Background: an optimization exercise with open tools, aiming at small area, a short achievable clock period and few clock cycles per item. Do not read the settings as production practice. In this exercise RTL edits were held to simulation tests only and were not proved equivalent to the original. No activity file was given, so power comes from the tool's default toggle rates.

**flow/constraint.sdc**
```tcl
create_clock -name core_clock -period 6.5 [get_ports {i_clk}]
set_input_delay 1.3000 -clock core_clock [delete_from_list [all_inputs] [get_ports {i_clk}]]
set_output_delay 1.3000 -clock core_clock [all_outputs]
set_load 0.01 [all_outputs]
```
**flow/flow/run.sh**
```bash
#!/bin/bash
# Own flow: the standard layout (standard.sh, unchanged synthesis), with
# one change: every input and output port still gets its own buffer, but a
# plain sky130_fd_sc_hd__buf_1 rather than the delay cell buffer_ports picks
# by itself. standard.sh's output goes to standard.log; each ORFS step keeps
# its own log under orfs/logs/.
set -euo pipefail
bash standard.sh "BUFFER_PORTS_ARGS=-buffer_cell sky130_fd_sc_hd__buf_1" finish > standard.log 2>&1
```
**flow/config.mk**
```make
export PLATFORM = sky130hd
export DESIGN_NAME = radix_string_to_integer_unit
export DESIGN_NICKNAME = radix_string_to_integer_unit
export VERILOG_FILES = /design/flow/design.v
export SDC_FILE = /design/flow/constraint.sdc
export NUM_CORES = 4
export LEC_CHECK = 0
export CAP_MARGIN = 20
export CORE_MARGIN = 2
export CORE_UTILIZATION = 60
export PLACE_DENSITY = 0.75
export SETUP_SLACK_MARGIN = 2.4
export SLEW_MARGIN = 20
```
**flow/standard.sh**
```bash
#!/bin/bash
# synth_recipe.tcl (not shown) runs the flow's synth.tcl, then flattens the netlist and writes it again
# the make line also repeats each setting of config.mk as NAME=value (left out here)
make -C /OpenROAD-flow-scripts/flow DESIGN_CONFIG=/design/flow/config.mk WORK_HOME=/design/flow/orfs CLKGATE_MAP_FILE= SYNTH_SCRIPT=/design/flow/synth_recipe.tcl "${@:-finish}"
```
**flow/design.v**
```verilog
package rsti_pkg;
    localparam int MAX_DIGITS = 16;
    localparam int IDX_W      = 4;
    localparam int CNT_W      = 5;
    localparam int VAL_W      = 64;
    localparam int LO_W       = 32;
    localparam int Q_DEPTH    = 2;
    localparam int Q_PTR_W    = 1;
    localparam int Q_CNT_W    = 2;
    localparam logic [7:0] CH_MINUS = 8'h2D;
    localparam logic [7:0] CH_PLUS  = 8'h2B;
    localparam logic [7:0] CH_SPACE = 8'h20;
    localparam logic [7:0] CH_LF    = 8'h0A;
    localparam logic [7:0] CH_TAB   = 8'h09;
    localparam logic [7:0] CH_CR    = 8'h0D;
    localparam logic [7:0] CH_VT    = 8'h0B;
    localparam logic [7:0] CH_FF    = 8'h0C;
    localparam logic [7:0] CH_NUL   = 8'h00;
    localparam logic [1:0] REG_RADIX       = 2'd0;
    localparam logic [1:0] REG_DIGIT_COUNT = 2'd1;
    localparam logic [1:0] REG_DIGITS_LOW  = 2'd2;
    localparam logic [1:0] REG_DIGITS_HIGH = 2'd3;
    localparam logic [4:0]  RST_RADIX       = 5'd10;
    localparam logic [4:0]  RST_DIGIT_COUNT = 5'd10;
    localparam logic [63:0] RST_DIGITS_LOW  = 64'h3736_3534_3332_3130;
    localparam logic [63:0] RST_DIGITS_HIGH = 64'h0000_0000_0000_3938;
    typedef enum logic [1:0] {
        PH_WS   = 2'd0,
        PH_SIGN = 2'd1,
        PH_DIG  = 2'd2,
        PH_DONE = 2'd3
    } t_phase;
    typedef struct packed {
        logic             first;
        logic             space;
        logic             minus;
        logic             plus;
        logic             hit;
        logic [3:0]       idx;
    } t_tok;
    function automatic logic [7:0] booth(input logic [4:0] r);
        logic one0, two0, neg0, one1, two1, neg1, one2, two2;
        one0 = r[0];
        two0 = r[1] && !r[0];
        neg0 = r[1];
        one1 = r[1] ^ r[2];
        two1 = (r[3:1] == 3'b011) || (r[3:1] == 3'b100);
        neg1 = r[3] && !(r[2] && r[1]);
        one2 = r[3] ^ r[4];
        two2 = r[3] && r[4];
        booth = {two2, one2, neg1, two1, one1, neg0, two0, one0};
    endfunction
endpackage
module rsti_front (
    input  logic                        i_clk,
    input  logic                        i_rst_n,
    input  logic                        i_valid,
    output logic                        o_ready,
    input  logic [7:0]                  i_ch,
    input  logic                        i_first,
    input  logic [rsti_pkg::CNT_W-1:0]  i_digit_count,
    input  logic [2*rsti_pkg::VAL_W-1:0] i_alphabet,
    output logic                        o_qvalid,
    output rsti_pkg::t_tok              o_qtok,
    input  logic                        i_qpop
);
    rsti_pkg::t_tok                     w_tok;
    rsti_pkg::t_tok                     r_tok;
    logic                               r_tvalid;
    logic [7:0]                         w_entry;
    logic                               w_big;
    logic                               w_nul;
    always_comb begin
        w_big       = i_digit_count[4];
        w_nul       = (i_ch == rsti_pkg::CH_NUL);
        w_tok.first = i_first;
        w_tok.space = (i_ch == rsti_pkg::CH_SPACE) || (i_ch == rsti_pkg::CH_LF) ||
                      (i_ch == rsti_pkg::CH_TAB) || (i_ch == rsti_pkg::CH_CR) ||
                      (i_ch == rsti_pkg::CH_VT) || (i_ch == rsti_pkg::CH_FF);
        w_tok.minus = (i_ch == rsti_pkg::CH_MINUS);
        w_tok.plus  = (i_ch == rsti_pkg::CH_PLUS);
        w_tok.hit   = 1'b0;
        w_tok.idx   = '0;
        w_entry     = '0;
        for (int k = rsti_pkg::MAX_DIGITS - 1; k >= 0; k--) begin
            w_entry = i_alphabet[8*k +: 8];
            if ((w_big || (4'(k) < i_digit_count[3:0])) && !w_nul && (w_entry == i_ch)) begin
                w_tok.hit = 1'b1;
                w_tok.idx = rsti_pkg::IDX_W'(k);
            end
        end
    end
    assign o_ready  = i_qpop;
    assign o_qvalid = r_tvalid;
    assign o_qtok   = r_tok;
    always_ff @(posedge i_clk) begin
        if (i_qpop) begin
            r_tok <= w_tok;
        end
    end
    always_ff @(posedge i_clk) begin
        if (!i_rst_n) begin
            r_tvalid <= 1'b0;
        end else if (i_qpop) begin
            r_tvalid <= i_valid;
        end
    end
endmodule
module rsti_back (
    input  logic                          i_clk,
    input  logic                          i_rst_n,
    input  logic                          i_qvalid,
    input  rsti_pkg::t_tok                i_qtok,
    output logic                          o_qpop,
    input  logic [7:0]                    i_booth,
    input  logic [4:0]                    i_rm1,
    output logic                          o_valid,
    input  logic                          i_ready,
    output logic signed [rsti_pkg::VAL_W-1:0] o_value
);
    localparam int LO_W = rsti_pkg::LO_W;
    localparam int HI_W = rsti_pkg::VAL_W - LO_W;
    rsti_pkg::t_phase               r_phase;
    rsti_pkg::t_phase               n_phase;
    rsti_pkg::t_phase               w_ph;
    logic                           r_par;
    logic                           n_par;
    logic                           w_par;
    logic [LO_W-1:0]                r_lo;
    logic [HI_W-1:0]                r_hi;
    logic [LO_W-1:0]                w_lo_mac;
    logic                           w_lo_c;
    logic [4:0]                     w_lo_ca;
    logic [4:0]                     w_lo_cb;
    logic [4:0]                     w_carry;
    logic [HI_W-1:0]                w_hi_mac;
    logic [5:0]                     w_f;
    logic [LO_W-1:0]                w_lo_ld;
    logic [HI_W-1:0]                w_hi_ld;
    logic [4:0]                     r_ca;
    logic [4:0]                     r_cb;
    logic                           r_c;
    logic                           r_hmac;
    logic                           r_oval;
    logic                           w_run;
    logic                           w_pop;
    logic                           w_pre;
    logic                           w_emit;
    logic                           w_dig;
    logic                           w_rz;
    logic                           w_mac;
    logic                           w_load;
    logic                           w_lo_load;
    logic                           w_lo_step;
    logic                           w_lo_keep;
    logic                           w_hi_step;
    logic                           w_hi_keep;
    logic [LO_W-1:0]                w_lo_next;
    logic [HI_W-1:0]                w_hi_next;
    assign w_run   = !r_oval || i_ready;
    assign w_pop   = i_qvalid && w_run;
    assign o_qpop  = w_run;
    assign o_valid = r_oval;
    assign o_value = {r_hi, r_lo} ^ {rsti_pkg::VAL_W{r_par}};
    always_comb begin
        w_ph   = i_qtok.first ? rsti_pkg::PH_WS : r_phase;
        w_par  = i_qtok.first ? 1'b0 : r_par;
        w_pre  = (w_ph == rsti_pkg::PH_WS) || (w_ph == rsti_pkg::PH_SIGN);
        w_emit = 1'b0;
        w_dig  = 1'b0;
        n_phase = w_ph;
        n_par   = w_par;
        if (w_ph == rsti_pkg::PH_DONE) begin
            n_phase = rsti_pkg::PH_DONE;
        end else if ((w_ph == rsti_pkg::PH_WS) && i_qtok.space) begin
            n_phase = rsti_pkg::PH_WS;
        end else if (w_pre && i_qtok.minus) begin
            n_phase = rsti_pkg::PH_SIGN;
            n_par   = ~w_par;
        end else if (w_pre && i_qtok.plus) begin
            n_phase = rsti_pkg::PH_SIGN;
        end else if (i_qtok.hit) begin
            w_dig   = 1'b1;
            n_phase = rsti_pkg::PH_DIG;
        end else begin
            w_emit  = 1'b1;
            n_phase = rsti_pkg::PH_DONE;
        end
    end
    always_comb begin
        w_rz    = !(i_booth[0] || i_booth[1] || i_booth[3] || i_booth[4] ||
                    i_booth[6] || i_booth[7]);
        w_mac   = w_dig && !i_qtok.first && !w_rz;
        w_load  = i_qtok.first || (w_pre && i_qtok.minus) || (w_dig && w_rz);
        w_f     = 6'(i_qtok.idx) + (r_par ? 6'(i_rm1) : 6'd0);
        if (w_dig) begin
            w_lo_ld = w_par ? {{(LO_W-4){i_qtok.idx == '0}}, i_qtok.idx - 4'd1}
                            : LO_W'(i_qtok.idx);
            w_hi_ld = {HI_W{w_par && (i_qtok.idx == '0)}};
        end else begin
            w_lo_ld = {LO_W{n_par}};
            w_hi_ld = {HI_W{n_par}};
        end
    end
    rsti_mac_lo u_mac_lo (
        .i_v (r_lo),
        .i_b (i_booth),
        .i_f (w_f),
        .o_y (w_lo_mac),
        .o_c (w_lo_c),
        .o_ca (w_lo_ca),
        .o_cb (w_lo_cb)
    );
    assign w_carry = r_ca + r_cb + 5'(r_c);
    rsti_mac_hi u_mac_hi (
        .i_v (r_hi),
        .i_b (i_booth),
        .i_c (w_carry),
        .o_y (w_hi_mac)
    );
    always_comb begin
        w_lo_load = w_pop && w_load;
        w_lo_step = w_pop && w_mac;
        w_lo_keep = !(w_lo_load || w_lo_step);
        w_hi_step = r_hmac && !w_lo_load;
        w_hi_keep = !(w_lo_load || w_hi_step);
        w_lo_next = ({LO_W{w_lo_load}} & w_lo_ld) | ({LO_W{w_lo_step}} & w_lo_mac) |
                    ({LO_W{w_lo_keep}} & r_lo);
        w_hi_next = ({HI_W{w_lo_load}} & w_hi_ld) | ({HI_W{w_hi_step}} & w_hi_mac) |
                    ({HI_W{w_hi_keep}} & r_hi);
    end
    always_ff @(posedge i_clk) begin
        r_lo <= w_lo_next;
        r_hi <= w_hi_next;
        r_ca <= w_lo_ca;
        r_cb <= w_lo_cb;
        r_c  <= w_lo_c;
    end
    always_ff @(posedge i_clk) begin
        if (!i_rst_n) begin
            r_phase <= rsti_pkg::PH_DONE;
            r_par   <= 1'b0;
            r_oval  <= 1'b0;
            r_hmac  <= 1'b0;
        end else begin
            if (w_pop && w_emit) begin
                r_oval <= 1'b1;
            end else if (i_ready) begin
                r_oval <= 1'b0;
            end
            if (w_pop) begin
                r_phase <= n_phase;
                r_par   <= n_par;
            end
            r_hmac <= w_pop && w_mac;
        end
    end
endmodule
module rsti_mac_lo (
    input  logic [31:0] i_v,
    input  logic [7:0] i_b,
    input  logic [5:0] i_f,
    output logic [31:0] o_y,
    output logic o_c,
    output logic [4:0] o_ca,
    output logic [4:0] o_cb
);
    logic t0;
    logic t1;
    logic t2;
    logic t3;
    logic t4;
    logic t5;
    logic t6;
    logic t7;
    logic t8;
    logic t9;
    logic t10;
    logic t11;
    logic t12;
    logic t13;
    logic t14;
    logic t15;
    logic t16;
    logic t17;
    logic t18;
    logic t19;
    logic t20;
    logic t21;
    logic t22;
    logic t23;
    logic t24;
    logic t25;
    logic t26;
    logic t27;
    logic t28;
    logic t29;
    logic t30;
    logic t31;
    logic t32;
    logic t33;
    logic t34;
    logic t35;
    logic t36;
    logic t37;
    logic t38;
    logic t39;
    logic t40;
    logic t41;
    logic t42;
    logic t43;
    logic t44;
    logic t45;
    logic t46;
    logic t47;
    logic t48;
    logic t49;
    logic t50;
    logic t51;
    logic t52;
    logic t53;
    logic t54;
    logic t55;
    logic t56;
    logic t57;
    logic t58;
    logic t59;
    logic t60;
    logic t61;
    logic t62;
    logic t63;
    logic t64;
    logic t65;
    logic t66;
    logic t67;
    logic t68;
    logic t69;
    logic t70;
    logic t71;
    logic t72;
    logic t73;
    logic t74;
    logic t75;
    logic t76;
    logic t77;
    logic t78;
    logic t79;
    logic t80;
    logic t81;
    logic t82;
    logic t83;
    logic t84;
    logic t85;
    logic t86;
    logic t87;
    logic t88;
    logic t89;
    logic t90;
    logic t91;
    logic t92;
    logic t93;
    logic t94;
    logic t95;
    logic t96;
    logic t97;
    logic t98;
    logic t99;
    logic t100;
    logic t101;
    logic t102;
    logic t103;
    logic t104;
    logic t105;
    logic t106;
    logic t107;
    logic t108;
    logic t109;
    logic t110;
    logic t111;
    logic t112;
    logic t113;
    logic t114;
    logic t115;
    logic t116;
    logic t117;
    logic t118;
    logic t119;
    logic t120;
    logic t121;
    logic t122;
    logic t123;
    logic t124;
    logic t125;
    logic t126;
    logic t127;
    logic t128;
    logic t129;
    logic t130;
    logic t131;
    logic t132;
    logic t133;
    logic t134;
    logic t135;
    logic t136;
    logic t137;
    logic t138;
    logic t139;
    logic t140;
    logic t141;
    logic t142;
    logic t143;
    logic t144;
    logic t145;
    logic t146;
    logic t147;
    logic t148;
    logic t149;
    logic t150;
    logic t151;
    logic t152;
    logic t153;
    logic t154;
    logic t155;
    logic t156;
    logic t157;
    logic t158;
    logic t159;
    logic t160;
    logic t161;
    logic t162;
    logic t163;
    logic t164;
    logic t165;
    logic t166;
    logic t167;
    logic t168;
    logic t169;
    logic t170;
    logic t171;
    logic t172;
    logic t173;
    logic t174;
    logic t175;
    logic t176;
    logic t177;
    logic t178;
    logic t179;
    logic t180;
    logic t181;
    logic t182;
    logic t183;
    logic t184;
    logic t185;
    logic t186;
    logic t187;
    logic t188;
    logic t189;
    logic t190;
    logic t191;
    logic t192;
    logic t193;
    logic t194;
    logic t195;
    logic t196;
    logic t197;
    logic t198;
    logic t199;
    logic t200;
    logic t201;
    logic t202;
    logic t203;
    logic t204;
    logic t205;
    logic t206;
    logic t207;
    logic t208;
    logic t209;
    logic t210;
    logic t211;
    logic t212;
    logic t213;
    logic t214;
    logic t215;
    logic t216;
    logic t217;
    logic t218;
    logic t219;
    logic t220;
    logic t221;
    logic t222;
    logic t223;
    logic t224;
    logic t225;
    logic t226;
    logic t227;
    logic t228;
    logic t229;
    logic t230;
    logic t231;
    logic t232;
    logic t233;
    logic t234;
    logic t235;
    logic t236;
    logic t237;
    logic t238;
    logic t239;
    logic t240;
    logic t241;
    logic t242;
    assign t0 = ((i_b[0] & i_v[0])) ^ i_b[2];
    assign t1 = ((i_b[0] & i_v[1]) | (i_b[1] & i_v[0])) ^ i_b[2];
    assign t2 = ((i_b[0] & i_v[2]) | (i_b[1] & i_v[1])) ^ i_b[2];
    assign t3 = ((i_b[0] & i_v[3]) | (i_b[1] & i_v[2])) ^ i_b[2];
    assign t4 = ((i_b[0] & i_v[4]) | (i_b[1] & i_v[3])) ^ i_b[2];
    assign t5 = ((i_b[0] & i_v[5]) | (i_b[1] & i_v[4])) ^ i_b[2];
    assign t6 = ((i_b[0] & i_v[6]) | (i_b[1] & i_v[5])) ^ i_b[2];
    assign t7 = ((i_b[0] & i_v[7]) | (i_b[1] & i_v[6])) ^ i_b[2];
    assign t8 = ((i_b[0] & i_v[8]) | (i_b[1] & i_v[7])) ^ i_b[2];
    assign t9 = ((i_b[0] & i_v[9]) | (i_b[1] & i_v[8])) ^ i_b[2];
    assign t10 = ((i_b[0] & i_v[10]) | (i_b[1] & i_v[9])) ^ i_b[2];
    assign t11 = ((i_b[0] & i_v[11]) | (i_b[1] & i_v[10])) ^ i_b[2];
    assign t12 = ((i_b[0] & i_v[12]) | (i_b[1] & i_v[11])) ^ i_b[2];
    assign t13 = ((i_b[0] & i_v[13]) | (i_b[1] & i_v[12])) ^ i_b[2];
    assign t14 = ((i_b[0] & i_v[14]) | (i_b[1] & i_v[13])) ^ i_b[2];
    assign t15 = ((i_b[0] & i_v[15]) | (i_b[1] & i_v[14])) ^ i_b[2];
    assign t16 = ((i_b[0] & i_v[16]) | (i_b[1] & i_v[15])) ^ i_b[2];
    assign t17 = ((i_b[0] & i_v[17]) | (i_b[1] & i_v[16])) ^ i_b[2];
    assign t18 = ((i_b[0] & i_v[18]) | (i_b[1] & i_v[17])) ^ i_b[2];
    assign t19 = ((i_b[0] & i_v[19]) | (i_b[1] & i_v[18])) ^ i_b[2];
    assign t20 = ((i_b[0] & i_v[20]) | (i_b[1] & i_v[19])) ^ i_b[2];
    assign t21 = ((i_b[0] & i_v[21]) | (i_b[1] & i_v[20])) ^ i_b[2];
    assign t22 = ((i_b[0] & i_v[22]) | (i_b[1] & i_v[21])) ^ i_b[2];
    assign t23 = ((i_b[0] & i_v[23]) | (i_b[1] & i_v[22])) ^ i_b[2];
    assign t24 = ((i_b[0] & i_v[24]) | (i_b[1] & i_v[23])) ^ i_b[2];
    assign t25 = ((i_b[0] & i_v[25]) | (i_b[1] & i_v[24])) ^ i_b[2];
    assign t26 = ((i_b[0] & i_v[26]) | (i_b[1] & i_v[25])) ^ i_b[2];
    assign t27 = ((i_b[0] & i_v[27]) | (i_b[1] & i_v[26])) ^ i_b[2];
    assign t28 = ((i_b[0] & i_v[28]) | (i_b[1] & i_v[27])) ^ i_b[2];
    assign t29 = ((i_b[0] & i_v[29]) | (i_b[1] & i_v[28])) ^ i_b[2];
    assign t30 = ((i_b[0] & i_v[30]) | (i_b[1] & i_v[29])) ^ i_b[2];
    assign t31 = ((i_b[0] & i_v[31]) | (i_b[1] & i_v[30])) ^ i_b[2];
    assign t32 = ((i_b[1] & i_v[31])) ^ i_b[2];
    assign t33 = ((i_b[3] & i_v[0])) ^ i_b[5];
    assign t34 = ((i_b[3] & i_v[1]) | (i_b[4] & i_v[0])) ^ i_b[5];
    assign t35 = ((i_b[3] & i_v[2]) | (i_b[4] & i_v[1])) ^ i_b[5];
    assign t36 = ((i_b[3] & i_v[3]) | (i_b[4] & i_v[2])) ^ i_b[5];
    assign t37 = ((i_b[3] & i_v[4]) | (i_b[4] & i_v[3])) ^ i_b[5];
    assign t38 = ((i_b[3] & i_v[5]) | (i_b[4] & i_v[4])) ^ i_b[5];
    assign t39 = ((i_b[3] & i_v[6]) | (i_b[4] & i_v[5])) ^ i_b[5];
    assign t40 = ((i_b[3] & i_v[7]) | (i_b[4] & i_v[6])) ^ i_b[5];
    assign t41 = ((i_b[3] & i_v[8]) | (i_b[4] & i_v[7])) ^ i_b[5];
    assign t42 = ((i_b[3] & i_v[9]) | (i_b[4] & i_v[8])) ^ i_b[5];
    assign t43 = ((i_b[3] & i_v[10]) | (i_b[4] & i_v[9])) ^ i_b[5];
    assign t44 = ((i_b[3] & i_v[11]) | (i_b[4] & i_v[10])) ^ i_b[5];
    assign t45 = ((i_b[3] & i_v[12]) | (i_b[4] & i_v[11])) ^ i_b[5];
    assign t46 = ((i_b[3] & i_v[13]) | (i_b[4] & i_v[12])) ^ i_b[5];
    assign t47 = ((i_b[3] & i_v[14]) | (i_b[4] & i_v[13])) ^ i_b[5];
    assign t48 = ((i_b[3] & i_v[15]) | (i_b[4] & i_v[14])) ^ i_b[5];
    assign t49 = ((i_b[3] & i_v[16]) | (i_b[4] & i_v[15])) ^ i_b[5];
    assign t50 = ((i_b[3] & i_v[17]) | (i_b[4] & i_v[16])) ^ i_b[5];
    assign t51 = ((i_b[3] & i_v[18]) | (i_b[4] & i_v[17])) ^ i_b[5];
    assign t52 = ((i_b[3] & i_v[19]) | (i_b[4] & i_v[18])) ^ i_b[5];
    assign t53 = ((i_b[3] & i_v[20]) | (i_b[4] & i_v[19])) ^ i_b[5];
    assign t54 = ((i_b[3] & i_v[21]) | (i_b[4] & i_v[20])) ^ i_b[5];
    assign t55 = ((i_b[3] & i_v[22]) | (i_b[4] & i_v[21])) ^ i_b[5];
    assign t56 = ((i_b[3] & i_v[23]) | (i_b[4] & i_v[22])) ^ i_b[5];
    assign t57 = ((i_b[3] & i_v[24]) | (i_b[4] & i_v[23])) ^ i_b[5];
    assign t58 = ((i_b[3] & i_v[25]) | (i_b[4] & i_v[24])) ^ i_b[5];
    assign t59 = ((i_b[3] & i_v[26]) | (i_b[4] & i_v[25])) ^ i_b[5];
    assign t60 = ((i_b[3] & i_v[27]) | (i_b[4] & i_v[26])) ^ i_b[5];
    assign t61 = ((i_b[3] & i_v[28]) | (i_b[4] & i_v[27])) ^ i_b[5];
    assign t62 = ((i_b[3] & i_v[29]) | (i_b[4] & i_v[28])) ^ i_b[5];
    assign t63 = ((i_b[3] & i_v[30]) | (i_b[4] & i_v[29])) ^ i_b[5];
    assign t64 = ((i_b[3] & i_v[31]) | (i_b[4] & i_v[30])) ^ i_b[5];
    assign t65 = ((i_b[4] & i_v[31])) ^ i_b[5];
    assign t66 = (i_b[6] & i_v[0]);
    assign t67 = (i_b[6] & i_v[1]) | (i_b[7] & i_v[0]);
    assign t68 = (i_b[6] & i_v[2]) | (i_b[7] & i_v[1]);
    assign t69 = (i_b[6] & i_v[3]) | (i_b[7] & i_v[2]);
    assign t70 = (i_b[6] & i_v[4]) | (i_b[7] & i_v[3]);
    assign t71 = (i_b[6] & i_v[5]) | (i_b[7] & i_v[4]);
    assign t72 = (i_b[6] & i_v[6]) | (i_b[7] & i_v[5]);
    assign t73 = (i_b[6] & i_v[7]) | (i_b[7] & i_v[6]);
    assign t74 = (i_b[6] & i_v[8]) | (i_b[7] & i_v[7]);
    assign t75 = (i_b[6] & i_v[9]) | (i_b[7] & i_v[8]);
    assign t76 = (i_b[6] & i_v[10]) | (i_b[7] & i_v[9]);
    assign t77 = (i_b[6] & i_v[11]) | (i_b[7] & i_v[10]);
    assign t78 = (i_b[6] & i_v[12]) | (i_b[7] & i_v[11]);
    assign t79 = (i_b[6] & i_v[13]) | (i_b[7] & i_v[12]);
    assign t80 = (i_b[6] & i_v[14]) | (i_b[7] & i_v[13]);
    assign t81 = (i_b[6] & i_v[15]) | (i_b[7] & i_v[14]);
    assign t82 = (i_b[6] & i_v[16]) | (i_b[7] & i_v[15]);
    assign t83 = (i_b[6] & i_v[17]) | (i_b[7] & i_v[16]);
    assign t84 = (i_b[6] & i_v[18]) | (i_b[7] & i_v[17]);
    assign t85 = (i_b[6] & i_v[19]) | (i_b[7] & i_v[18]);
    assign t86 = (i_b[6] & i_v[20]) | (i_b[7] & i_v[19]);
    assign t87 = (i_b[6] & i_v[21]) | (i_b[7] & i_v[20]);
    assign t88 = (i_b[6] & i_v[22]) | (i_b[7] & i_v[21]);
    assign t89 = (i_b[6] & i_v[23]) | (i_b[7] & i_v[22]);
    assign t90 = (i_b[6] & i_v[24]) | (i_b[7] & i_v[23]);
    assign t91 = (i_b[6] & i_v[25]) | (i_b[7] & i_v[24]);
    assign t92 = (i_b[6] & i_v[26]) | (i_b[7] & i_v[25]);
    assign t93 = (i_b[6] & i_v[27]) | (i_b[7] & i_v[26]);
    assign t94 = (i_b[6] & i_v[28]) | (i_b[7] & i_v[27]);
    assign t95 = (i_b[6] & i_v[29]) | (i_b[7] & i_v[28]);
    assign t96 = (i_b[6] & i_v[30]) | (i_b[7] & i_v[29]);
    assign t97 = (i_b[6] & i_v[31]) | (i_b[7] & i_v[30]);
    assign t98 = (i_b[7] & i_v[31]);
    assign t99 = t2 ^ t33;
    assign t100 = t2 & t33;
    assign t101 = t3 ^ t34;
    assign t102 = t3 & t34;
    assign t103 = t4 ^ t35 ^ t66;
    assign t104 = (t4 & t35) | (t4 & t66) | (t35 & t66);
    assign t105 = t5 ^ t36 ^ t67;
    assign t106 = (t5 & t36) | (t5 & t67) | (t36 & t67);
    assign t107 = t6 ^ t37;
    assign t108 = t6 & t37;
    assign t109 = t7 ^ t38;
    assign t110 = t7 & t38;
    assign t111 = t8 ^ t39;
    assign t112 = t8 & t39;
    assign t113 = t9 ^ t40;
    assign t114 = t9 & t40;
    assign t115 = t10 ^ t41;
    assign t116 = t10 & t41;
    assign t117 = t11 ^ t42;
    assign t118 = t11 & t42;
    assign t119 = t12 ^ t43;
    assign t120 = t12 & t43;
    assign t121 = t13 ^ t44;
    assign t122 = t13 & t44;
    assign t123 = t14 ^ t45;
    assign t124 = t14 & t45;
    assign t125 = t15 ^ t46;
    assign t126 = t15 & t46;
    assign t127 = t16 ^ t47;
    assign t128 = t16 & t47;
    assign t129 = t17 ^ t48;
    assign t130 = t17 & t48;
    assign t131 = t18 ^ t49;
    assign t132 = t18 & t49;
    assign t133 = t19 ^ t50;
    assign t134 = t19 & t50;
    assign t135 = t20 ^ t51;
    assign t136 = t20 & t51;
    assign t137 = t21 ^ t52;
    assign t138 = t21 & t52;
    assign t139 = t22 ^ t53;
    assign t140 = t22 & t53;
    assign t141 = t23 ^ t54;
    assign t142 = t23 & t54;
    assign t143 = t24 ^ t55;
    assign t144 = t24 & t55;
    assign t145 = t25 ^ t56;
    assign t146 = t25 & t56;
    assign t147 = t26 ^ t57;
    assign t148 = t26 & t57;
    assign t149 = t27 ^ t58;
    assign t150 = t27 & t58;
    assign t151 = t28 ^ t59;
    assign t152 = t28 & t59;
    assign t153 = t29 ^ t60;
    assign t154 = t29 & t60;
    assign t155 = t30 ^ t61;
    assign t156 = t30 & t61;
    assign t157 = t31 ^ t62;
    assign t158 = t31 & t62;
    assign t159 = t32 ^ t63;
    assign t160 = t32 & t63;
    assign t161 = i_b[2] ^ t64;
    assign t162 = i_b[2] & t64;
    assign t163 = i_b[2] ^ t65;
    assign t164 = i_b[2] & t65;
    assign t165 = i_b[2] ^ i_b[5];
    assign t166 = i_b[2] & i_b[5];
    assign t167 = i_b[2] ^ i_b[5];
    assign t168 = i_b[2] & i_b[5];
    assign t169 = t0 ^ i_b[2];
    assign t170 = t0 & i_b[2];
    assign t171 = t1 ^ i_f[1];
    assign t172 = t1 & i_f[1];
    assign t173 = t99 ^ i_b[5] ^ i_f[2];
    assign t174 = (t99 & i_b[5]) | (t99 & i_f[2]) | (i_b[5] & i_f[2]);
    assign t175 = t100 ^ t101 ^ i_f[3];
    assign t176 = (t100 & t101) | (t100 & i_f[3]) | (t101 & i_f[3]);
    assign t177 = t102 ^ t103 ^ i_f[4];
    assign t178 = (t102 & t103) | (t102 & i_f[4]) | (t103 & i_f[4]);
    assign t179 = t104 ^ t105 ^ i_f[5];
    assign t180 = (t104 & t105) | (t104 & i_f[5]) | (t105 & i_f[5]);
    assign t181 = t106 ^ t107 ^ t68;
    assign t182 = (t106 & t107) | (t106 & t68) | (t107 & t68);
    assign t183 = t108 ^ t109 ^ t69;
    assign t184 = (t108 & t109) | (t108 & t69) | (t109 & t69);
    assign t185 = t110 ^ t111 ^ t70;
    assign t186 = (t110 & t111) | (t110 & t70) | (t111 & t70);
    assign t187 = t112 ^ t113 ^ t71;
    assign t188 = (t112 & t113) | (t112 & t71) | (t113 & t71);
    assign t189 = t114 ^ t115 ^ t72;
    assign t190 = (t114 & t115) | (t114 & t72) | (t115 & t72);
    assign t191 = t116 ^ t117 ^ t73;
    assign t192 = (t116 & t117) | (t116 & t73) | (t117 & t73);
    assign t193 = t118 ^ t119 ^ t74;
    assign t194 = (t118 & t119) | (t118 & t74) | (t119 & t74);
    assign t195 = t120 ^ t121 ^ t75;
    assign t196 = (t120 & t121) | (t120 & t75) | (t121 & t75);
    assign t197 = t122 ^ t123 ^ t76;
    assign t198 = (t122 & t123) | (t122 & t76) | (t123 & t76);
    assign t199 = t124 ^ t125 ^ t77;
    assign t200 = (t124 & t125) | (t124 & t77) | (t125 & t77);
    assign t201 = t126 ^ t127 ^ t78;
    assign t202 = (t126 & t127) | (t126 & t78) | (t127 & t78);
    assign t203 = t128 ^ t129 ^ t79;
    assign t204 = (t128 & t129) | (t128 & t79) | (t129 & t79);
    assign t205 = t130 ^ t131 ^ t80;
    assign t206 = (t130 & t131) | (t130 & t80) | (t131 & t80);
    assign t207 = t132 ^ t133 ^ t81;
    assign t208 = (t132 & t133) | (t132 & t81) | (t133 & t81);
    assign t209 = t134 ^ t135 ^ t82;
    assign t210 = (t134 & t135) | (t134 & t82) | (t135 & t82);
    assign t211 = t136 ^ t137 ^ t83;
    assign t212 = (t136 & t137) | (t136 & t83) | (t137 & t83);
    assign t213 = t138 ^ t139 ^ t84;
    assign t214 = (t138 & t139) | (t138 & t84) | (t139 & t84);
    assign t215 = t140 ^ t141 ^ t85;
    assign t216 = (t140 & t141) | (t140 & t85) | (t141 & t85);
    assign t217 = t142 ^ t143 ^ t86;
    assign t218 = (t142 & t143) | (t142 & t86) | (t143 & t86);
    assign t219 = t144 ^ t145 ^ t87;
    assign t220 = (t144 & t145) | (t144 & t87) | (t145 & t87);
    assign t221 = t146 ^ t147 ^ t88;
    assign t222 = (t146 & t147) | (t146 & t88) | (t147 & t88);
    assign t223 = t148 ^ t149 ^ t89;
    assign t224 = (t148 & t149) | (t148 & t89) | (t149 & t89);
    assign t225 = t150 ^ t151 ^ t90;
    assign t226 = (t150 & t151) | (t150 & t90) | (t151 & t90);
    assign t227 = t152 ^ t153 ^ t91;
    assign t228 = (t152 & t153) | (t152 & t91) | (t153 & t91);
    assign t229 = t154 ^ t155 ^ t92;
    assign t230 = (t154 & t155) | (t154 & t92) | (t155 & t92);
    assign t231 = t156 ^ t157 ^ t93;
    assign t232 = (t156 & t157) | (t156 & t93) | (t157 & t93);
    assign t233 = t158 ^ t159 ^ t94;
    assign t234 = (t158 & t159) | (t158 & t94) | (t159 & t94);
    assign t235 = t160 ^ t161 ^ t95;
    assign t236 = (t160 & t161) | (t160 & t95) | (t161 & t95);
    assign t237 = t162 ^ t163 ^ t96;
    assign t238 = (t162 & t163) | (t162 & t96) | (t163 & t96);
    assign t239 = t164 ^ t165 ^ t97;
    assign t240 = (t164 & t165) | (t164 & t97) | (t165 & t97);
    assign t241 = t166 ^ t167 ^ t98;
    assign t242 = (t166 & t167) | (t166 & t98) | (t167 & t98);
    assign {o_c, o_y} = {1'b0, t230, t228, t226, t224, t222, t220, t218, t216, t214, t212, t210, t208, t206, t204, t202, t200, t198, t196, t194, t192, t190, t188, t186, t184, t182, t180, t178, t176, t174, t172, t170, t169} + {1'b0, t231, t229, t227, t225, t223, t221, t219, t217, t215, t213, t211, t209, t207, t205, t203, t201, t199, t197, t195, t193, t191, t189, t187, t185, t183, t181, t179, t177, t175, t173, t171, i_f[0]};
    assign o_ca = {t240, t238, t236, t234, t232};
    assign o_cb = {t241, t239, t237, t235, t233};
endmodule
module rsti_mac_hi (
    input  logic [31:0] i_v,
    input  logic [7:0] i_b,
    input  logic [4:0] i_c,
    output logic [31:0] o_y
);
    logic t0;
    logic t1;
    logic t2;
    logic t3;
    logic t4;
    logic t5;
    logic t6;
    logic t7;
    logic t8;
    logic t9;
    logic t10;
    logic t11;
    logic t12;
    logic t13;
    logic t14;
    logic t15;
    logic t16;
    logic t17;
    logic t18;
    logic t19;
    logic t20;
    logic t21;
    logic t22;
    logic t23;
    logic t24;
    logic t25;
    logic t26;
    logic t27;
    logic t28;
    logic t29;
    logic t30;
    logic t31;
    logic t32;
    logic t33;
    logic t34;
    logic t35;
    logic t36;
    logic t37;
    logic t38;
    logic t39;
    logic t40;
    logic t41;
    logic t42;
    logic t43;
    logic t44;
    logic t45;
    logic t46;
    logic t47;
    logic t48;
    logic t49;
    logic t50;
    logic t51;
    logic t52;
    logic t53;
    logic t54;
    logic t55;
    logic t56;
    logic t57;
    logic t58;
    logic t59;
    logic t60;
    logic t61;
    logic t62;
    logic t63;
    logic t64;
    logic t65;
    logic t66;
    logic t67;
    logic t68;
    logic t69;
    logic t70;
    logic t71;
    logic t72;
    logic t73;
    logic t74;
    logic t75;
    logic t76;
    logic t77;
    logic t78;
    logic t79;
    logic t80;
    logic t81;
    logic t82;
    logic t83;
    logic t84;
    logic t85;
    logic t86;
    logic t87;
    logic t88;
    logic t89;
    logic t90;
    logic t91;
    logic t92;
    logic t93;
    logic t94;
    logic t95;
    logic t96;
    logic t97;
    logic t98;
    logic t99;
    logic t100;
    logic t101;
    logic t102;
    logic t103;
    logic t104;
    logic t105;
    logic t106;
    logic t107;
    logic t108;
    logic t109;
    logic t110;
    logic t111;
    logic t112;
    logic t113;
    logic t114;
    logic t115;
    logic t116;
    logic t117;
    logic t118;
    logic t119;
    logic t120;
    logic t121;
    logic t122;
    logic t123;
    logic t124;
    logic t125;
    logic t126;
    logic t127;
    logic t128;
    logic t129;
    logic t130;
    logic t131;
    logic t132;
    logic t133;
    logic t134;
    logic t135;
    logic t136;
    logic t137;
    logic t138;
    logic t139;
    logic t140;
    logic t141;
    logic t142;
    logic t143;
    logic t144;
    logic t145;
    logic t146;
    logic t147;
    logic t148;
    logic t149;
    logic t150;
    logic t151;
    logic t152;
    logic t153;
    logic t154;
    logic t155;
    logic t156;
    logic t157;
    logic t158;
    logic t159;
    logic t160;
    logic t161;
    logic t162;
    logic t163;
    logic t164;
    logic t165;
    logic t166;
    logic t167;
    logic t168;
    logic t169;
    logic t170;
    logic t171;
    logic t172;
    logic t173;
    logic t174;
    logic t175;
    logic t176;
    logic t177;
    logic t178;
    logic t179;
    logic t180;
    logic t181;
    logic t182;
    logic t183;
    logic t184;
    logic t185;
    logic t186;
    logic t187;
    logic t188;
    logic t189;
    logic t190;
    logic t191;
    logic t192;
    logic t193;
    logic t194;
    logic t195;
    logic t196;
    logic t197;
    logic t198;
    logic t199;
    logic t200;
    logic t201;
    logic t202;
    logic t203;
    logic t204;
    logic t205;
    logic t206;
    logic t207;
    logic t208;
    logic t209;
    logic t210;
    logic t211;
    logic t212;
    logic t213;
    assign t0 = ((i_b[0] & i_v[0])) ^ i_b[2];
    assign t1 = ((i_b[0] & i_v[1]) | (i_b[1] & i_v[0])) ^ i_b[2];
    assign t2 = ((i_b[0] & i_v[2]) | (i_b[1] & i_v[1])) ^ i_b[2];
    assign t3 = ((i_b[0] & i_v[3]) | (i_b[1] & i_v[2])) ^ i_b[2];
    assign t4 = ((i_b[0] & i_v[4]) | (i_b[1] & i_v[3])) ^ i_b[2];
    assign t5 = ((i_b[0] & i_v[5]) | (i_b[1] & i_v[4])) ^ i_b[2];
    assign t6 = ((i_b[0] & i_v[6]) | (i_b[1] & i_v[5])) ^ i_b[2];
    assign t7 = ((i_b[0] & i_v[7]) | (i_b[1] & i_v[6])) ^ i_b[2];
    assign t8 = ((i_b[0] & i_v[8]) | (i_b[1] & i_v[7])) ^ i_b[2];
    assign t9 = ((i_b[0] & i_v[9]) | (i_b[1] & i_v[8])) ^ i_b[2];
    assign t10 = ((i_b[0] & i_v[10]) | (i_b[1] & i_v[9])) ^ i_b[2];
    assign t11 = ((i_b[0] & i_v[11]) | (i_b[1] & i_v[10])) ^ i_b[2];
    assign t12 = ((i_b[0] & i_v[12]) | (i_b[1] & i_v[11])) ^ i_b[2];
    assign t13 = ((i_b[0] & i_v[13]) | (i_b[1] & i_v[12])) ^ i_b[2];
    assign t14 = ((i_b[0] & i_v[14]) | (i_b[1] & i_v[13])) ^ i_b[2];
    assign t15 = ((i_b[0] & i_v[15]) | (i_b[1] & i_v[14])) ^ i_b[2];
    assign t16 = ((i_b[0] & i_v[16]) | (i_b[1] & i_v[15])) ^ i_b[2];
    assign t17 = ((i_b[0] & i_v[17]) | (i_b[1] & i_v[16])) ^ i_b[2];
    assign t18 = ((i_b[0] & i_v[18]) | (i_b[1] & i_v[17])) ^ i_b[2];
    assign t19 = ((i_b[0] & i_v[19]) | (i_b[1] & i_v[18])) ^ i_b[2];
    assign t20 = ((i_b[0] & i_v[20]) | (i_b[1] & i_v[19])) ^ i_b[2];
    assign t21 = ((i_b[0] & i_v[21]) | (i_b[1] & i_v[20])) ^ i_b[2];
    assign t22 = ((i_b[0] & i_v[22]) | (i_b[1] & i_v[21])) ^ i_b[2];
    assign t23 = ((i_b[0] & i_v[23]) | (i_b[1] & i_v[22])) ^ i_b[2];
    assign t24 = ((i_b[0] & i_v[24]) | (i_b[1] & i_v[23])) ^ i_b[2];
    assign t25 = ((i_b[0] & i_v[25]) | (i_b[1] & i_v[24])) ^ i_b[2];
    assign t26 = ((i_b[0] & i_v[26]) | (i_b[1] & i_v[25])) ^ i_b[2];
    assign t27 = ((i_b[0] & i_v[27]) | (i_b[1] & i_v[26])) ^ i_b[2];
    assign t28 = ((i_b[0] & i_v[28]) | (i_b[1] & i_v[27])) ^ i_b[2];
    assign t29 = ((i_b[0] & i_v[29]) | (i_b[1] & i_v[28])) ^ i_b[2];
    assign t30 = ((i_b[0] & i_v[30]) | (i_b[1] & i_v[29])) ^ i_b[2];
    assign t31 = ((i_b[0] & i_v[31]) | (i_b[1] & i_v[30])) ^ i_b[2];
    assign t32 = ((i_b[3] & i_v[0])) ^ i_b[5];
    assign t33 = ((i_b[3] & i_v[1]) | (i_b[4] & i_v[0])) ^ i_b[5];
    assign t34 = ((i_b[3] & i_v[2]) | (i_b[4] & i_v[1])) ^ i_b[5];
    assign t35 = ((i_b[3] & i_v[3]) | (i_b[4] & i_v[2])) ^ i_b[5];
    assign t36 = ((i_b[3] & i_v[4]) | (i_b[4] & i_v[3])) ^ i_b[5];
    assign t37 = ((i_b[3] & i_v[5]) | (i_b[4] & i_v[4])) ^ i_b[5];
    assign t38 = ((i_b[3] & i_v[6]) | (i_b[4] & i_v[5])) ^ i_b[5];
    assign t39 = ((i_b[3] & i_v[7]) | (i_b[4] & i_v[6])) ^ i_b[5];
    assign t40 = ((i_b[3] & i_v[8]) | (i_b[4] & i_v[7])) ^ i_b[5];
    assign t41 = ((i_b[3] & i_v[9]) | (i_b[4] & i_v[8])) ^ i_b[5];
    assign t42 = ((i_b[3] & i_v[10]) | (i_b[4] & i_v[9])) ^ i_b[5];
    assign t43 = ((i_b[3] & i_v[11]) | (i_b[4] & i_v[10])) ^ i_b[5];
    assign t44 = ((i_b[3] & i_v[12]) | (i_b[4] & i_v[11])) ^ i_b[5];
    assign t45 = ((i_b[3] & i_v[13]) | (i_b[4] & i_v[12])) ^ i_b[5];
    assign t46 = ((i_b[3] & i_v[14]) | (i_b[4] & i_v[13])) ^ i_b[5];
    assign t47 = ((i_b[3] & i_v[15]) | (i_b[4] & i_v[14])) ^ i_b[5];
    assign t48 = ((i_b[3] & i_v[16]) | (i_b[4] & i_v[15])) ^ i_b[5];
    assign t49 = ((i_b[3] & i_v[17]) | (i_b[4] & i_v[16])) ^ i_b[5];
    assign t50 = ((i_b[3] & i_v[18]) | (i_b[4] & i_v[17])) ^ i_b[5];
    assign t51 = ((i_b[3] & i_v[19]) | (i_b[4] & i_v[18])) ^ i_b[5];
    assign t52 = ((i_b[3] & i_v[20]) | (i_b[4] & i_v[19])) ^ i_b[5];
    assign t53 = ((i_b[3] & i_v[21]) | (i_b[4] & i_v[20])) ^ i_b[5];
    assign t54 = ((i_b[3] & i_v[22]) | (i_b[4] & i_v[21])) ^ i_b[5];
    assign t55 = ((i_b[3] & i_v[23]) | (i_b[4] & i_v[22])) ^ i_b[5];
    assign t56 = ((i_b[3] & i_v[24]) | (i_b[4] & i_v[23])) ^ i_b[5];
    assign t57 = ((i_b[3] & i_v[25]) | (i_b[4] & i_v[24])) ^ i_b[5];
    assign t58 = ((i_b[3] & i_v[26]) | (i_b[4] & i_v[25])) ^ i_b[5];
    assign t59 = ((i_b[3] & i_v[27]) | (i_b[4] & i_v[26])) ^ i_b[5];
    assign t60 = ((i_b[3] & i_v[28]) | (i_b[4] & i_v[27])) ^ i_b[5];
    assign t61 = ((i_b[3] & i_v[29]) | (i_b[4] & i_v[28])) ^ i_b[5];
    assign t62 = (i_b[6] & i_v[0]);
    assign t63 = (i_b[6] & i_v[1]) | (i_b[7] & i_v[0]);
    assign t64 = (i_b[6] & i_v[2]) | (i_b[7] & i_v[1]);
    assign t65 = (i_b[6] & i_v[3]) | (i_b[7] & i_v[2]);
    assign t66 = (i_b[6] & i_v[4]) | (i_b[7] & i_v[3]);
    assign t67 = (i_b[6] & i_v[5]) | (i_b[7] & i_v[4]);
    assign t68 = (i_b[6] & i_v[6]) | (i_b[7] & i_v[5]);
    assign t69 = (i_b[6] & i_v[7]) | (i_b[7] & i_v[6]);
    assign t70 = (i_b[6] & i_v[8]) | (i_b[7] & i_v[7]);
    assign t71 = (i_b[6] & i_v[9]) | (i_b[7] & i_v[8]);
    assign t72 = (i_b[6] & i_v[10]) | (i_b[7] & i_v[9]);
    assign t73 = (i_b[6] & i_v[11]) | (i_b[7] & i_v[10]);
    assign t74 = (i_b[6] & i_v[12]) | (i_b[7] & i_v[11]);
    assign t75 = (i_b[6] & i_v[13]) | (i_b[7] & i_v[12]);
    assign t76 = (i_b[6] & i_v[14]) | (i_b[7] & i_v[13]);
    assign t77 = (i_b[6] & i_v[15]) | (i_b[7] & i_v[14]);
    assign t78 = (i_b[6] & i_v[16]) | (i_b[7] & i_v[15]);
    assign t79 = (i_b[6] & i_v[17]) | (i_b[7] & i_v[16]);
    assign t80 = (i_b[6] & i_v[18]) | (i_b[7] & i_v[17]);
    assign t81 = (i_b[6] & i_v[19]) | (i_b[7] & i_v[18]);
    assign t82 = (i_b[6] & i_v[20]) | (i_b[7] & i_v[19]);
    assign t83 = (i_b[6] & i_v[21]) | (i_b[7] & i_v[20]);
    assign t84 = (i_b[6] & i_v[22]) | (i_b[7] & i_v[21]);
    assign t85 = (i_b[6] & i_v[23]) | (i_b[7] & i_v[22]);
    assign t86 = (i_b[6] & i_v[24]) | (i_b[7] & i_v[23]);
    assign t87 = (i_b[6] & i_v[25]) | (i_b[7] & i_v[24]);
    assign t88 = (i_b[6] & i_v[26]) | (i_b[7] & i_v[25]);
    assign t89 = (i_b[6] & i_v[27]) | (i_b[7] & i_v[26]);
    assign t90 = t2 ^ t32;
    assign t91 = t2 & t32;
    assign t92 = t3 ^ t33;
    assign t93 = t3 & t33;
    assign t94 = t4 ^ t34 ^ t62;
    assign t95 = (t4 & t34) | (t4 & t62) | (t34 & t62);
    assign t96 = t5 ^ t35;
    assign t97 = t5 & t35;
    assign t98 = t6 ^ t36;
    assign t99 = t6 & t36;
    assign t100 = t7 ^ t37;
    assign t101 = t7 & t37;
    assign t102 = t8 ^ t38;
    assign t103 = t8 & t38;
    assign t104 = t9 ^ t39;
    assign t105 = t9 & t39;
    assign t106 = t10 ^ t40;
    assign t107 = t10 & t40;
    assign t108 = t11 ^ t41;
    assign t109 = t11 & t41;
    assign t110 = t12 ^ t42;
    assign t111 = t12 & t42;
    assign t112 = t13 ^ t43;
    assign t113 = t13 & t43;
    assign t114 = t14 ^ t44;
    assign t115 = t14 & t44;
    assign t116 = t15 ^ t45;
    assign t117 = t15 & t45;
    assign t118 = t16 ^ t46;
    assign t119 = t16 & t46;
    assign t120 = t17 ^ t47;
    assign t121 = t17 & t47;
    assign t122 = t18 ^ t48;
    assign t123 = t18 & t48;
    assign t124 = t19 ^ t49;
    assign t125 = t19 & t49;
    assign t126 = t20 ^ t50;
    assign t127 = t20 & t50;
    assign t128 = t21 ^ t51;
    assign t129 = t21 & t51;
    assign t130 = t22 ^ t52;
    assign t131 = t22 & t52;
    assign t132 = t23 ^ t53;
    assign t133 = t23 & t53;
    assign t134 = t24 ^ t54;
    assign t135 = t24 & t54;
    assign t136 = t25 ^ t55;
    assign t137 = t25 & t55;
    assign t138 = t26 ^ t56;
    assign t139 = t26 & t56;
    assign t140 = t27 ^ t57;
    assign t141 = t27 & t57;
    assign t142 = t28 ^ t58;
    assign t143 = t28 & t58;
    assign t144 = t29 ^ t59;
    assign t145 = t29 & t59;
    assign t146 = t30 ^ t60;
    assign t147 = t30 & t60;
    assign t148 = t31 ^ t61;
    assign t149 = t31 & t61;
    assign t150 = t0 ^ i_b[2];
    assign t151 = t0 & i_b[2];
    assign t152 = t1 ^ i_c[1];
    assign t153 = t1 & i_c[1];
    assign t154 = t90 ^ i_b[5] ^ i_c[2];
    assign t155 = (t90 & i_b[5]) | (t90 & i_c[2]) | (i_b[5] & i_c[2]);
    assign t156 = t91 ^ t92 ^ i_c[3];
    assign t157 = (t91 & t92) | (t91 & i_c[3]) | (t92 & i_c[3]);
    assign t158 = t93 ^ t94 ^ i_c[4];
    assign t159 = (t93 & t94) | (t93 & i_c[4]) | (t94 & i_c[4]);
    assign t160 = t95 ^ t96 ^ t63;
    assign t161 = (t95 & t96) | (t95 & t63) | (t96 & t63);
    assign t162 = t97 ^ t98 ^ t64;
    assign t163 = (t97 & t98) | (t97 & t64) | (t98 & t64);
    assign t164 = t99 ^ t100 ^ t65;
    assign t165 = (t99 & t100) | (t99 & t65) | (t100 & t65);
    assign t166 = t101 ^ t102 ^ t66;
    assign t167 = (t101 & t102) | (t101 & t66) | (t102 & t66);
    assign t168 = t103 ^ t104 ^ t67;
    assign t169 = (t103 & t104) | (t103 & t67) | (t104 & t67);
    assign t170 = t105 ^ t106 ^ t68;
    assign t171 = (t105 & t106) | (t105 & t68) | (t106 & t68);
    assign t172 = t107 ^ t108 ^ t69;
    assign t173 = (t107 & t108) | (t107 & t69) | (t108 & t69);
    assign t174 = t109 ^ t110 ^ t70;
    assign t175 = (t109 & t110) | (t109 & t70) | (t110 & t70);
    assign t176 = t111 ^ t112 ^ t71;
    assign t177 = (t111 & t112) | (t111 & t71) | (t112 & t71);
    assign t178 = t113 ^ t114 ^ t72;
    assign t179 = (t113 & t114) | (t113 & t72) | (t114 & t72);
    assign t180 = t115 ^ t116 ^ t73;
    assign t181 = (t115 & t116) | (t115 & t73) | (t116 & t73);
    assign t182 = t117 ^ t118 ^ t74;
    assign t183 = (t117 & t118) | (t117 & t74) | (t118 & t74);
    assign t184 = t119 ^ t120 ^ t75;
    assign t185 = (t119 & t120) | (t119 & t75) | (t120 & t75);
    assign t186 = t121 ^ t122 ^ t76;
    assign t187 = (t121 & t122) | (t121 & t76) | (t122 & t76);
    assign t188 = t123 ^ t124 ^ t77;
    assign t189 = (t123 & t124) | (t123 & t77) | (t124 & t77);
    assign t190 = t125 ^ t126 ^ t78;
    assign t191 = (t125 & t126) | (t125 & t78) | (t126 & t78);
    assign t192 = t127 ^ t128 ^ t79;
    assign t193 = (t127 & t128) | (t127 & t79) | (t128 & t79);
    assign t194 = t129 ^ t130 ^ t80;
    assign t195 = (t129 & t130) | (t129 & t80) | (t130 & t80);
    assign t196 = t131 ^ t132 ^ t81;
    assign t197 = (t131 & t132) | (t131 & t81) | (t132 & t81);
    assign t198 = t133 ^ t134 ^ t82;
    assign t199 = (t133 & t134) | (t133 & t82) | (t134 & t82);
    assign t200 = t135 ^ t136 ^ t83;
    assign t201 = (t135 & t136) | (t135 & t83) | (t136 & t83);
    assign t202 = t137 ^ t138 ^ t84;
    assign t203 = (t137 & t138) | (t137 & t84) | (t138 & t84);
    assign t204 = t139 ^ t140 ^ t85;
    assign t205 = (t139 & t140) | (t139 & t85) | (t140 & t85);
    assign t206 = t141 ^ t142 ^ t86;
    assign t207 = (t141 & t142) | (t141 & t86) | (t142 & t86);
    assign t208 = t143 ^ t144 ^ t87;
    assign t209 = (t143 & t144) | (t143 & t87) | (t144 & t87);
    assign t210 = t145 ^ t146 ^ t88;
    assign t211 = (t145 & t146) | (t145 & t88) | (t146 & t88);
    assign t212 = t147 ^ t148 ^ t89;
    assign t213 = (t147 & t148) | (t147 & t89) | (t148 & t89);
    assign o_y = {t211, t209, t207, t205, t203, t201, t199, t197, t195, t193, t191, t189, t187, t185, t183, t181, t179, t177, t175, t173, t171, t169, t167, t165, t163, t161, t159, t157, t155, t153, t151, t150} + {t212, t210, t208, t206, t204, t202, t200, t198, t196, t194, t192, t190, t188, t186, t184, t182, t180, t178, t176, t174, t172, t170, t168, t166, t164, t162, t160, t158, t156, t154, t152, i_c[0]};
endmodule
module radix_string_to_integer_unit (
    input  logic                              i_clk,
    input  logic                              i_rst_n,
    input  logic                              i_valid,
    output logic                              o_ready,
    input  logic [7:0]                        i_ch,
    input  logic                              i_first,
    output logic                              o_valid,
    input  logic                              i_ready,
    output logic signed [rsti_pkg::VAL_W-1:0] o_value,
    input  logic                              i_cfg_we,
    input  logic [1:0]                        i_cfg_idx,
    input  logic [rsti_pkg::VAL_W-1:0]        i_cfg_data
);
    logic [7:0]                  r_booth;
    logic [4:0]                  r_rm1;
    logic [rsti_pkg::CNT_W-1:0]  r_digit_count;
    logic [rsti_pkg::VAL_W-1:0]  r_digits_low;
    logic [rsti_pkg::VAL_W-1:0]  r_digits_high;
    logic                        w_qvalid;
    rsti_pkg::t_tok              w_qtok;
    logic                        w_qpop;
    always_ff @(posedge i_clk) begin
        if (!i_rst_n) begin
            r_booth       <= rsti_pkg::booth(rsti_pkg::RST_RADIX);
            r_rm1         <= rsti_pkg::RST_RADIX - 5'd1;
            r_digit_count <= rsti_pkg::RST_DIGIT_COUNT;
            r_digits_low  <= rsti_pkg::RST_DIGITS_LOW;
            r_digits_high <= rsti_pkg::RST_DIGITS_HIGH;
        end else if (i_cfg_we) begin
            case (i_cfg_idx)
                rsti_pkg::REG_RADIX: begin
                    r_booth <= rsti_pkg::booth(i_cfg_data[4:0]);
                    r_rm1   <= i_cfg_data[4:0] - 5'd1;
                end
                rsti_pkg::REG_DIGIT_COUNT: r_digit_count <= i_cfg_data[4:0];
                rsti_pkg::REG_DIGITS_LOW:  r_digits_low  <= i_cfg_data;
                rsti_pkg::REG_DIGITS_HIGH: r_digits_high <= i_cfg_data;
                default: begin
                end
            endcase
        end
    end
    rsti_front u_front (
        .i_clk         (i_clk),
        .i_rst_n       (i_rst_n),
        .i_valid       (i_valid),
        .o_ready       (o_ready),
        .i_ch          (i_ch),
        .i_first       (i_first),
        .i_digit_count (r_digit_count),
        .i_alphabet    ({r_digits_high, r_digits_low}),
        .o_qvalid      (w_qvalid),
        .o_qtok        (w_qtok),
        .i_qpop        (w_qpop)
    );
    rsti_back u_back (
        .i_clk    (i_clk),
        .i_rst_n  (i_rst_n),
        .i_qvalid (w_qvalid),
        .i_qtok   (w_qtok),
        .o_qpop   (w_qpop),
        .i_booth  (r_booth),
        .i_rm1    (r_rm1),
        .o_valid  (o_valid),
        .i_ready  (i_ready),
        .o_value  (o_value)
    );
endmodule
```
==> results of run 1 <==
-- placed cells by master (no fill, tap or decap), drive strengths merged, types with 8 or more instances in the layout --
cell    count
nand4      20
xor2      137
nor2       68
mux2i      19
inv        63
xnor2     244
a22oi     126
nand2     346
and2       12
o21bai      8
edfxtp      9
nand3      82
a22o       55
dfxtp     227
nor3       21
a31oi      30
o21ai      87
a21oi      83
o211ai     21
a21o       44
a211oi     16
o21a       15
clkbuf     40
nand2b     15
a21boi     98
nor2b      16
fa         70
nor4       15
ha        139
buf       218
clkinv      9
-- cells by family after synthesis --
logic type / count (synthesis) / share of synthesized area
DFF: 236 / 0.2411
buffers and inverters: 289 / 0.05525
adders and majority gates: 209 / 0.1572
muxes: 20 / 0.01009
xor gates and xnor gates: 381 / 0.1671
and+or+nand+nor: 633 / 0.1427
AOI/OAI and AO/OA: 639 / 0.2266
-- flip-flops by register name, summed over array words and instances (netlist names), 5 cells and up --
register	flops
r_booth	8
u_front.r_tok	9
u_back.r_ca	5
u_back.r_cb	5
u_back.r_hi	32
r_digits_low	64
u_back.r_lo	32
r_digit_count	5
r_rm1	5
r_digits_high	64
-- through the flow --
step	setup slack, ns	cell area, sq um	std cells	utilization	power [mW]
finish	2.289	22480	2893	0.6891	13.80
global route	2.150	22480	2893	0.6891	14.89
CTS	2.337	21860	2869	0.6702	12.48
detailed placement	1.577	20530	2794	0.6293	10.52
global placement	1.722	20530	2794	0.6293	10.38
floorplan	2.398	20110	2407	-	8.805
-- path summary, 6_finish.rpt --
check	endpoint	slack [ns]	from	cells past startpoint
worst max-delay path	u_back.r_hi[25]$_DFF_P_	2.29	u_back.r_hi[3]$_DFF_P_	15
worst min-delay path	r_digits_low[19]$_SDFFE_PN0P_	0.48	r_digits_low[19]$_SDFFE_PN0P_	2
worst max register to register	u_back.r_hi[25]$_DFF_P_	2.29	u_back.r_hi[3]$_DFF_P_	15
worst min register to register	r_digits_low[19]$_SDFFE_PN0P_	0.48	r_digits_low[19]$_SDFFE_PN0P_	2
-- final cells by class --
class | instances | area share
multi-input cells | 1882 | 0.6499
flip-flops and latches | 236 | 0.2159
well taps | 442 | 0.02460
repair buffers | 220 | 0.05734
inverters | 62 | 0.01035
clock inverters | 13 | 0.006736
clock buffers | 38 | 0.03513
-- cells in the mapped netlist, types with 62 or more instances --
library cell / number
sky130_fd_sc_hd__a21boi_0: 97
sky130_fd_sc_hd__dfxtp_1: 227
sky130_fd_sc_hd__o21ai_0: 87
sky130_fd_sc_hd__xor2_1: 137
sky130_fd_sc_hd__nand3_1: 82
sky130_fd_sc_hd__ha_1: 139
sky130_fd_sc_hd__nand2_1: 346
sky130_fd_sc_hd__clkbuf_1: 166
sky130_fd_sc_hd__a21oi_1: 82
sky130_fd_sc_hd__nor2_1: 68
sky130_fd_sc_hd__inv_1: 62
sky130_fd_sc_hd__a22oi_1: 126
sky130_fd_sc_hd__xnor2_1: 244
sky130_fd_sc_hd__fa_1: 70
-- where the power goes --
group | switching (mW) | internal [mW]
registers | 0.372 | 1.63
logic | 5.58 | 4.61
clock network | 0.673 | 0.934
total | 6.62 | 7.18
-- repair_timing --
item,CTS,global route
resized for setup,39,89
setup buffers,24,23
endpoints found under the setup margin,48,31
cloned,0,1
pin swaps,20,45
-- worst reg2reg max path, delay by kind of cell (launching register included) --
family                   cells  cell delay, ns
XOR/XNOR                     1            0.21
AO/OA/AOI/OAI                7            1.39
AND/OR/NAND/NOR              3            0.63
buffers and inverters        1            0.05
flip-flops                   1            0.60
adder cells (fa/ha/maj)      3            1.28
-- layer usage --
metal,wire length (um),GRT usage,share of wire,vias up
met5,13,0,0.00023,-
met4,1897,0.1154,0.033,2
met3,4000,0.04533,0.070,149
met2,27720,0.5390,0.49,755
met1,23180,0.3939,0.41,8723
li1,-,-,-,8427
==> results.env, run 1 <==
TIMING.HOLD.WS_NS=0.4775
DRT.ANTENNA.VIOLATING_NETS=0
DRIVE_ABOVE_1_SHARE=0.09466
UNREPAIRED_SETUP_ENDPOINTS_AFTER_GLOBAL_ROUTING='true'
CTS_TREE='yes'
GRTUSAGETOTAL=0.3113
FP.DIEH_UM=186.5
CPPEAKSTAGEDELAY_NS=0.60
SYN_INST=2407
HOLDBUFCOUNTCTS=0
CORE.ROWCOUNT=66
DIE_W_UM=186.5
TIMING.CRITICAL_PATH.CELLS='a22oi_2, xnor2_1, fa_1, fa_1, inv_2, ha_4, nand2_4, o311a_1, or3_4, and4_4, o21bai_4, a21boi_2, o311a_1, o31ai_2, a21o_1'
LEAKAGEPOWER_nW=9.077
GRT_ANTENNA_BEFORE_REPAIR=1
ROUTED_WL_MM=56.81
SYNTH_LARGEST_AREA_CELL='sky130_fd_sc_hd__dfxtp_1'
TNS_NS=0
HOLD_VIOLATIONS=0
CRIT_SLOWEST_CELL='sky130_fd_sc_hd__dfxtp_1'
MULTI_INPUT_AREA_SQ_UM=14610
NUM_ANTENNA_CELLS=0
AVGVIACOUNTPERCELL=6.241
INITIAL_UTILIZATION=0.6123
HOLD_PATH_CLASS='reg -> reg'
ASYNC_FLOP_SHARE=0
CORE_SQ_UM=32620
SYNTH.AVG_CELL_AREA_SQ_UM=8.298
SYNTH-EDFF-COUNT=9
MAXCAPVIOLCOUNT=0
GRT_START_MAX_NET_PINS=78
CP-END-KIND='register'
WORSTPATHBUFFERINVERTERCOUNT=1
TIMING.SLEW.HEADROOM=0.2499
MIN_PERIOD_OVER_PERIOD=0.6479
WORST-ENDPOINT-ARRIVAL_NS=4.73
CRIT_REQUIRED_NS=7.02
BOUNDARYPINS=146
GP_CONGESTION=0.9083
NETLIST_TOP_CELLS_AREA='sky130_fd_sc_hd__dfxtp_1, sky130_fd_sc_hd__xnor2_1, sky130_fd_sc_hd__ha_1'
DRC_VIOLATIONS=0
NETS=2719
DRT_ITER0_DRCS=1630
GLOBAL_ROUTE_WIRE_LENGTH_BEFORE_REPAIR_MM=89.99
PATH_MAX_FANOUT=8
PORT_BUFFERS=145
POST_CTS_CLOCK_SLEW_AT_THE_LAUNCH_AND_CAPTURE_REGISTERS_OF_THE_WORST_SETUP_AND_HOLD_PATHS_NS=0.06
CLOCK_TREE.BUFFER_DEPTH=3
CP_TOP_FAMILY='compound AO/OA/AOI/OAI gates'
YS_SEQ_AREA_FRAC=0.2411
CLKSINKCOUNT=236
DETAIL_ROUTE.WL_PER_CELL_UM=19.64
ROUTED-VIA-COUNT=18060
NETLIST-CELL-TYPE-COUNT=72
H-TREE-DEPTH=1
YOSYS_REGISTER_BITS=236
DRT_PRE_ANTENNA_ITERS=8
SYNTH_FP_NETS=2696
PINS_OVER_THEIR_SLEW_LIMIT=0
FIN_CRIT_NS=4.211
YOSYS_WARNS=3
INSERTION_DELAY_NS=0.60
TOP_AREA_CELL_TYPE_SHARE_OF_THE_NETLIST_AREA=0.2275
FMAX_MHz=237.5
FILLERINSTANCES=2653
SYNTH.CELL_AREA_SQ_UM=19970
DIE-AREA_SQ_UM=34760
CTS.ROOT.BUFFER_CELL='sky130_fd_sc_hd__clkbuf_16'
DP.FINAL_HPWL_MM=37.00
IR_DROP_V=0.0004301
CRITPATHLAUNCHTYPE='register'
SETUP-VIOLATIONS-FINAL=0
CTS_BUFFERS=28
POWER.DENSITY_nW_PER_UM2=614.1
GLOBALROUTEOVERFLOWTOTAL=0
FIRST_GLOBAL_VIAS=17440
FF_LATCH_AREA_SQ_UM=4853
SKEW_NS=0.03821
CRIT_TYPE='reg -> reg'
MAIN_SYNTH_FF_TYPE='sky130_fd_sc_hd__dfxtp_1'
WORST-SLEW-PIN-TRANSITION_NS=1.125
AREA_DELTA_SYNTH_FINAL_PCT=12.54
RUN_STATUS='timing/DRC/antenna clean'
Testbench counts, summed over its fixed seeds: cycles 18,815, items 18,783.
==> run 2: changes to the inputs <==
--- a/flow/config.mk
+++ b/flow/config.mk
@@ -8,6 +8,7 @@
 export CAP_MARGIN = 20
 export CORE_MARGIN = 2
 export CORE_UTILIZATION = 60
+export GPL_TIMING_DRIVEN = 1
 export PLACE_DENSITY = 0.75
 export SETUP_SLACK_MARGIN = 2.4
 export SLEW_MARGIN = 20
==> run 2 against run 1 <==
Sequential cell count is the same. Highest routed layer unchanged. Sequential share of layout area is the same. Synthesized area is the same. Via count is the same. Cell count is the same. Synthesized cell count is the same. Critical path type unchanged. Still clean on timing, DRC and antenna.
==> results.env, run 2 <==
RUN_STATUS='timing/DRC/antenna clean'  # unchanged
CLOCK_TREE.BUFFER_DEPTH=3  # unchanged
MAIN_SYNTH_FF_TYPE='sky130_fd_sc_hd__dfxtp_1'  # unchanged
PORT_BUFFERS=145  # unchanged
MAXCAPVIOLCOUNT=0  # unchanged
DIE_W_UM=186.5  # unchanged
BOUNDARYPINS=146  # unchanged
DRT_ITER0_DRCS=1630  # unchanged
DP.FINAL_HPWL_MM=37.00  # unchanged
LEAKAGEPOWER_nW=9.077  # unchanged
SYNTH_LARGEST_AREA_CELL='sky130_fd_sc_hd__dfxtp_1'  # unchanged
CRITPATHLAUNCHTYPE='register'  # unchanged
NETS=2719  # unchanged
REG_TOP3='r_digits_high x64, r_digits_low x64'  # unchanged
IR_DROP_V=0.0004301  # unchanged
FINAL_UTIL=0.6891  # unchanged
PINS_OVER_THEIR_SLEW_LIMIT=0  # unchanged
HOLD_VIOLATIONS=0  # unchanged
CTS_BUFFERS=28  # unchanged
GRT_ANTENNA_BEFORE_REPAIR=1  # unchanged
CRIT_REQUIRED_NS=7.02  # about the same
NUM_ANTENNA_CELLS=0  # unchanged
INITIAL_UTILIZATION=0.6123  # unchanged
FIN_CRIT_NS=4.211  # unchanged
SYN_INST=2407  # unchanged
YOSYS_WARNS=3  # unchanged
DRIVE_ABOVE_1_SHARE=0.09466  # unchanged
HOLD_PATH_CLASS='reg -> reg'  # unchanged
DIE-AREA_SQ_UM=34760  # unchanged
GRT_START_MAX_NET_PINS=78  # unchanged
H-TREE-DEPTH=1  # unchanged
GLOBALROUTEOVERFLOWTOTAL=0  # unchanged
AREA_DELTA_SYNTH_FINAL_PCT=12.54  # unchanged
DP.CELLS=2794  # unchanged
[run 2: critical path, stage by stage, from the launching register on]
cell and delay (ns):
sky130_fd_sc_hd__dfxtp_1 0.60, sky130_fd_sc_hd__a22oi_2 0.12, sky130_fd_sc_hd__xnor2_1 0.21, sky130_fd_sc_hd__fa_1 0.46
sky130_fd_sc_hd__fa_1 0.54, sky130_fd_sc_hd__inv_2 0.05, sky130_fd_sc_hd__ha_4 0.28, sky130_fd_sc_hd__nand2_4 0.05
sky130_fd_sc_hd__o311a_1 0.31, sky130_fd_sc_hd__or3_4 0.36, sky130_fd_sc_hd__and4_4 0.22, sky130_fd_sc_hd__o21bai_4 0.15
sky130_fd_sc_hd__a21boi_2 0.09, sky130_fd_sc_hd__o311a_1 0.33, sky130_fd_sc_hd__o31ai_2 0.23, sky130_fd_sc_hd__a21o_1 0.14
[run 2: stage by stage]
stage	hold WS [ns]	total power, mW	worst slack (ns)	cell area [sq um]
5_1_grt	0.4978	14.89	2.150	22480
3_5_place_dp	0.4707	10.52	1.577	20530
6_report	0.4775	13.80	2.289	22480
2_1_floorplan	0.4470	8.805	2.398	20110
3_3_place_gp	0.4634	10.38	1.722	20530
4_1_cts	0.4812	12.48	2.337	21860
[run 2: cell type report]
cell class | count | area (sq um)
clock inverters | 13 | 151.4
inverters | 62 | 232.7
fillers | 2653 | 10140
flip-flops and latches | 236 | 4853
multi-input cells | 1882 | 14610
clock buffers | 38 | 789.5
well taps | 442 | 553.0
repair buffers | 220 | 1289
[run 2: where the power goes]
part	switching, mW	internal (mW)	total (mW)	leakage [nW]
combinational	5.58	4.61	10.2	6.65
sequential	0.372	1.63	2.00	1.97
clock	0.673	0.934	1.61	0.462
total	6.62	7.18	13.8	9.08
[run 2: kinds of logic (layout without fill, tap and decap cells)]
kind of cell	Yosys count	in the layout	synth area share
flops	236	236	0.2411
compound gates	639	639	0.2266
buf+inv	289	333	0.05525
mux	20	20	0.01009
simple gates	633	633	0.1427
fa+ha+maj	209	209	0.1572
xor+xnor	381	381	0.1671
[run 2: per-layer routing]
| metal | part of all wire | track usage | routed length (um) |
|---|---|---|---|
| met4 | 0.033 | 0.1154 | 1897 |
| met5 | 0.00023 | 0 | 13 |
| met2 | 0.49 | 0.5390 | 27720 |
| met1 | 0.41 | 0.3939 | 23180 |
| met3 | 0.070 | 0.04533 | 4000 |
[run 2: what timing repair did]
action / CTS / global route
gates resized for setup: 39 / 89
setup endpoints to repair: 48 / 31
gates cloned: 0 / 1
setup buffers: 24 / 23
pin swaps: 20 / 45
hold buffers: 0 / 0
[run 2: worst paths after layout]
path / from / end / slack [ns] / depth (start not counted)
min reg2reg: r_digits_low[19]$_SDFFE_PN0P_ / r_digits_low[19]$_SDFFE_PN0P_ / 0.48 / 2
max reg2reg: u_back.r_hi[3]$_DFF_P_ / u_back.r_hi[25]$_DFF_P_ / 2.29 / 15
max: u_back.r_hi[3]$_DFF_P_ / u_back.r_hi[25]$_DFF_P_ / 2.29 / 15
min: r_digits_low[19]$_SDFFE_PN0P_ / r_digits_low[19]$_SDFFE_PN0P_ / 0.48 / 2
